From an optimization exercise on the open Yosys and OpenROAD flow, aimed at small area; shortcuts taken in it are not production practice. At most, simulation tests tie the RTL to the original design; equivalence was not proved. Power is estimated from default activity; no workload was simulated.

==> module data_mem_responder, before the edit <==
module data_mem_responder #(
    parameter int ADDR_W      = 8,
    parameter int DATA_W      = 16,
    parameter int WAIT_STATES = 1
) (
    input  logic              clk,
    input  logic              rst_n,
    input  logic              mem_req,
    input  logic              mem_we,
    input  logic [ADDR_W-1:0] mem_addr,
    input  logic [DATA_W-1:0] mem_in,
    output logic [DATA_W-1:0] mem_out,
    output logic              mem_ready,
    input  logic              ld_clear,
    input  logic              ld_valid,
    input  logic [7:0]        ld_byte,
    output logic              ld_ready
);
    localparam int WADDR_W = ADDR_W - 1;
    localparam int WORDS   = 2**WADDR_W;
    localparam int HW      = DATA_W / 2;
    logic                rdw_q, wrw_q, rsp_q;
    logic                idle;
    logic [ADDR_W-1:0]   ld_ptr_q;
    logic [DATA_W-1:0]   mem_out_q;
    logic [7:0]          rd_lo_q, rd_lo_d;
    logic [15:0]         rd_hi_q, rd_hi_d;
    logic                bus_rd, bus_wr, ld_wr;
    logic [1:0]          wr_be;
    logic [WADDR_W-1:0]  wr_addr;
    logic [DATA_W-1:0]   wr_data;
    logic [WORDS-1:0][DATA_W-1:0] mem_q;
    logic [7:0]                   wr_lo_n;
    logic [1:0][15:0]             wr_hi_n;
    logic [WORDS-1:0][1:0]        wr_en, wr_en_n;
    logic [WORDS-1:0][DATA_W-1:0] mem_d;
    logic [WORDS-1:0]             rd_sel_n;
    logic [DATA_W-1:0][WORDS-1:0] rd_bits;
    logic [DATA_W-1:0]            rd_word;
    assign idle     = ~(rdw_q | wrw_q | rsp_q);
    assign ld_ready = idle & ~mem_req & ~ld_clear;
    assign bus_rd  = idle & mem_req & ~mem_we;
    assign bus_wr  = idle & mem_req & mem_we;
    assign ld_wr   = ld_ready & ld_valid;
    assign wr_be   = {bus_wr | (ld_wr & ld_ptr_q[0]), bus_wr | (ld_wr & ~ld_ptr_q[0])};
    assign wr_addr = mem_req ? mem_addr[ADDR_W-1:1] : ld_ptr_q[ADDR_W-1:1];
    assign wr_data = mem_req ? mem_in : {2{ld_byte}};
    always_ff @(posedge clk or negedge rst_n) begin
        if (!rst_n) begin
            rdw_q <= 1'b0;
            wrw_q <= 1'b0;
            rsp_q <= 1'b0;
        end else begin
            rdw_q <= bus_rd;
            wrw_q <= bus_wr;
            rsp_q <= rdw_q | wrw_q;
        end
    end
    always_ff @(posedge clk or negedge rst_n) begin
        if (!rst_n) begin
            ld_ptr_q <= '0;
        end else if (ld_clear) begin
            ld_ptr_q <= '0;
        end else if (ld_wr) begin
            ld_ptr_q <= ld_ptr_q + 1'b1;
        end
    end
    dmr_dec3en u_rlo (.a(mem_addr[3:1]), .en(bus_rd), .y(rd_lo_d));
    dmr_dec4en u_rhi (.a(mem_addr[7:4]), .en(bus_rd), .y(rd_hi_d));
    always_ff @(posedge clk) begin
        rd_lo_q <= rd_lo_d;
        rd_hi_q <= rd_hi_d;
    end
    dmr_dec3n    u_wlo  (.a(wr_addr[2:0]), .y_n(wr_lo_n));
    dmr_dec4en_n u_whi0 (.a(wr_addr[6:3]), .en(wr_be[0]), .y_n(wr_hi_n[0]));
    dmr_dec4en_n u_whi1 (.a(wr_addr[6:3]), .en(wr_be[1]), .y_n(wr_hi_n[1]));
    for (genvar w = 0; w < WORDS; w++) begin : g_word
        for (genvar l = 0; l < 2; l++) begin : g_lane
            dmr_nor2 u_we  (.a(wr_lo_n[w % 8]), .b(wr_hi_n[l][w / 8]), .y(wr_en[w][l]));
            dmr_inv  u_wen (.a(wr_en[w][l]), .y(wr_en_n[w][l]));
        end
    end
    for (genvar w = 0; w < WORDS; w++) begin : g_mem
        for (genvar b = 0; b < DATA_W; b++) begin : g_bit
            dmr_hold u_h (.we(wr_en[w][b / HW]), .we_n(wr_en_n[w][b / HW]), .wd(wr_data[b]),
                          .q(mem_q[w][b]), .d(mem_d[w][b]));
        end
    end
    always_ff @(posedge clk) mem_q <= mem_d;
    mem_word_ram #(.AW(WADDR_W)) u_rsel (.lo(rd_lo_q), .hi(rd_hi_q), .sel_n(rd_sel_n));
    for (genvar b = 0; b < DATA_W; b++) begin : g_rbit
        for (genvar w = 0; w < WORDS; w++) begin : g_w
            assign rd_bits[b][w] = mem_q[w][b];
        end
        dmr_rd_bit u_rd (.d(rd_bits[b]), .sel_n(rd_sel_n), .y(rd_word[b]));
    end
    always_ff @(posedge clk or negedge rst_n) begin
        if (!rst_n) begin
            mem_out_q <= '0;
        end else if (rdw_q) begin
            mem_out_q <= rd_word;
        end
    end
    assign mem_out   = mem_out_q;
    assign mem_ready = rsp_q;
endmodule
==> module dmr_dec3n, before the edit <==
module dmr_dec3n (
    input  logic [2:0] a,
    output logic [7:0] y_n
);
    always_comb for (int i = 0; i < 8; i++) y_n[i] = ~(a == 3'(i));
endmodule
==> module dmr_dec4en_n, before the edit <==
module dmr_dec4en_n (
    input  logic [3:0]  a,
    input  logic        en,
    output logic [15:0] y_n
);
    always_comb for (int i = 0; i < 16; i++) y_n[i] = ~(en & (a == 4'(i)));
endmodule
export LEC_CHECK = 0
export ABC_CLOCK_PERIOD_IN_PS = 100000
export CAP_MARGIN = 20
export CORE_MARGIN = 2
export CORE_UTILIZATION = 70
export CTS_BUF_LIST = sky130_fd_sc_hd__clkbuf_8
export CTS_CLUSTER_DIAMETER = 50
export CTS_CLUSTER_SIZE = 16
export GPL_TIMING_DRIVEN = 0
export PLACE_DENSITY = 0.8
export SETUP_SLACK_MARGIN = 0.3
export SLEW_MARGIN = 20
export SYNTH_HIERARCHICAL = 1
create_clock -name core_clock -period 4.0 [get_ports {clk}]
standard.sh (not shown) runs the stock make flow with config.mk's settings and CLKGATE_MAP_FILE= SYNTH_SCRIPT=/design/flow/synth_recipe.tcl, a recipe that flattens the netlist after the stock synthesis.
==> flow/flow/run.sh <==
#!/bin/bash
# Layout flow: the standard ORFS flow (standard.sh, its synthesis unchanged),
# with two changes:
#  - clock tree synthesis without dummy loads (clkbuf_8 leaves, clusters of
#    at most 18 sinks within 55 um);
#  - port buffers use the smallest buffer, buf_1.
# All of make's output goes to flow_make.log in this folder; ORFS writes each
# step's log under orfs/logs/.
set -euo pipefail
bash standard.sh \
  "CTS_ARGS=-sink_clustering_enable -repair_clock_nets -dont_use_dummy_load -buf_list sky130_fd_sc_hd__clkbuf_8 -sink_clustering_size 18 -sink_clustering_max_diameter 55" \
  "BUFFER_PORTS_ARGS=-buffer_cell sky130_fd_sc_hd__buf_1" \
  finish > flow_make.log 2>&1
Then changed:
--- a/flow/design.v
+++ b/flow/design.v
@@ -32,12 +32,12 @@
     logic                bus_rd, bus_wr, ld_wr;
     logic [1:0]          wr_be;
     logic [WADDR_W-1:0]  wr_addr;
     logic [DATA_W-1:0]   wr_data;
     logic [WORDS-1:0][DATA_W-1:0] mem_q;
-    logic [7:0]                   wr_lo_n;
-    logic [1:0][15:0]             wr_hi_n;
+    logic [1:0][7:0]              wr_lo_n;
+    logic [15:0]                  wr_hi_n;
     logic [WORDS-1:0][1:0]        wr_en, wr_en_n;
     logic [WORDS-1:0][DATA_W-1:0] mem_d;
     logic [WORDS-1:0]             rd_sel_n;
     logic [DATA_W-1:0][WORDS-1:0] rd_bits;
     logic [DATA_W-1:0]            rd_word;
@@ -73,16 +73,16 @@
     dmr_dec4en u_rhi (.a(mem_addr[7:4]), .en(bus_rd), .y(rd_hi_d));
     always_ff @(posedge clk) begin
         rd_lo_q <= rd_lo_d;
         rd_hi_q <= rd_hi_d;
     end
-    dmr_dec3n    u_wlo  (.a(wr_addr[2:0]), .y_n(wr_lo_n));
-    dmr_dec4en_n u_whi0 (.a(wr_addr[6:3]), .en(wr_be[0]), .y_n(wr_hi_n[0]));
-    dmr_dec4en_n u_whi1 (.a(wr_addr[6:3]), .en(wr_be[1]), .y_n(wr_hi_n[1]));
+    dmr_dec3en_n u_wlo0 (.a(wr_addr[2:0]), .en(wr_be[0]), .y_n(wr_lo_n[0]));
+    dmr_dec3en_n u_wlo1 (.a(wr_addr[2:0]), .en(wr_be[1]), .y_n(wr_lo_n[1]));
+    dmr_dec4n    u_whi  (.a(wr_addr[6:3]), .y_n(wr_hi_n));
     for (genvar w = 0; w < WORDS; w++) begin : g_word
         for (genvar l = 0; l < 2; l++) begin : g_lane
-            dmr_nor2 u_we  (.a(wr_lo_n[w % 8]), .b(wr_hi_n[l][w / 8]), .y(wr_en[w][l]));
+            dmr_nor2 u_we  (.a(wr_lo_n[l][w % 8]), .b(wr_hi_n[w / 8]), .y(wr_en[w][l]));
             dmr_inv  u_wen (.a(wr_en[w][l]), .y(wr_en_n[w][l]));
         end
     end
     for (genvar w = 0; w < WORDS; w++) begin : g_mem
         for (genvar b = 0; b < DATA_W; b++) begin : g_bit
@@ -131,22 +131,22 @@
     input  logic        en,
     output logic [15:0] y
 );
     always_comb for (int i = 0; i < 16; i++) y[i] = en & (a == 4'(i));
 endmodule
-module dmr_dec3n (
+module dmr_dec3en_n (
     input  logic [2:0] a,
+    input  logic       en,
     output logic [7:0] y_n
 );
-    always_comb for (int i = 0; i < 8; i++) y_n[i] = ~(a == 3'(i));
-endmodule
-module dmr_dec4en_n (
+    always_comb for (int i = 0; i < 8; i++) y_n[i] = ~(en & (a == 3'(i)));
+endmodule
+module dmr_dec4n (
     input  logic [3:0]  a,
-    input  logic        en,
     output logic [15:0] y_n
 );
-    always_comb for (int i = 0; i < 16; i++) y_n[i] = ~(en & (a == 4'(i)));
+    always_comb for (int i = 0; i < 16; i++) y_n[i] = ~(a == 4'(i));
 endmodule
 module dmr_rd_bit (
     input  logic [127:0] d,
     input  logic [127:0] sel_n,
     output logic         y
Total power hardly moves.
Clock skew is higher by 0.014 ns.
Worst setup slack gains 0.099 ns.
Final cell count stays flat.
Clock-buffer cell count is higher by 1.
Design area hardly moves.
Die area is about the same.
Only the layout flow was run in the first run of this note; the RTL was not checked for function there.

-- port drivers added, routing unchanged --
How much do the figures lean on ideal ports? The routed layouts below were timed once more, with nothing changed but the port constraints.
Step 1: set_driving_cell puts a clkbuf_16 on clk and a buf_2 on each other input, an assumption about the parent block.
Step 2 moves the port delays by t, midway between the first and last clock arrival at a register: inputs arrive t later, outputs are due t later. That takes back most of the time a late clock gives input paths.
Slacks: ideal / step 1 / step 2; pairs: ideal / step 1.
run	shift t [ns]	slack for setup (ns)	worst register clock-pin slew, ns	worst slew at a driven data input, ns	pins driven straight from the clock port
the first run	0.940	0.152 / 0.152 / -0.560	0.11 / 0.11	0.07	1
the second run	0.969	0.251 / 0.246 / -0.723	0.11 / 0.11	0.18	1
Met with ideal ports but missed after step 2: setup timing in the first run and the second run. The setup slack of the second run, which loses most, moves by -0.005 ns with the drivers and by -0.974 ns with both steps.
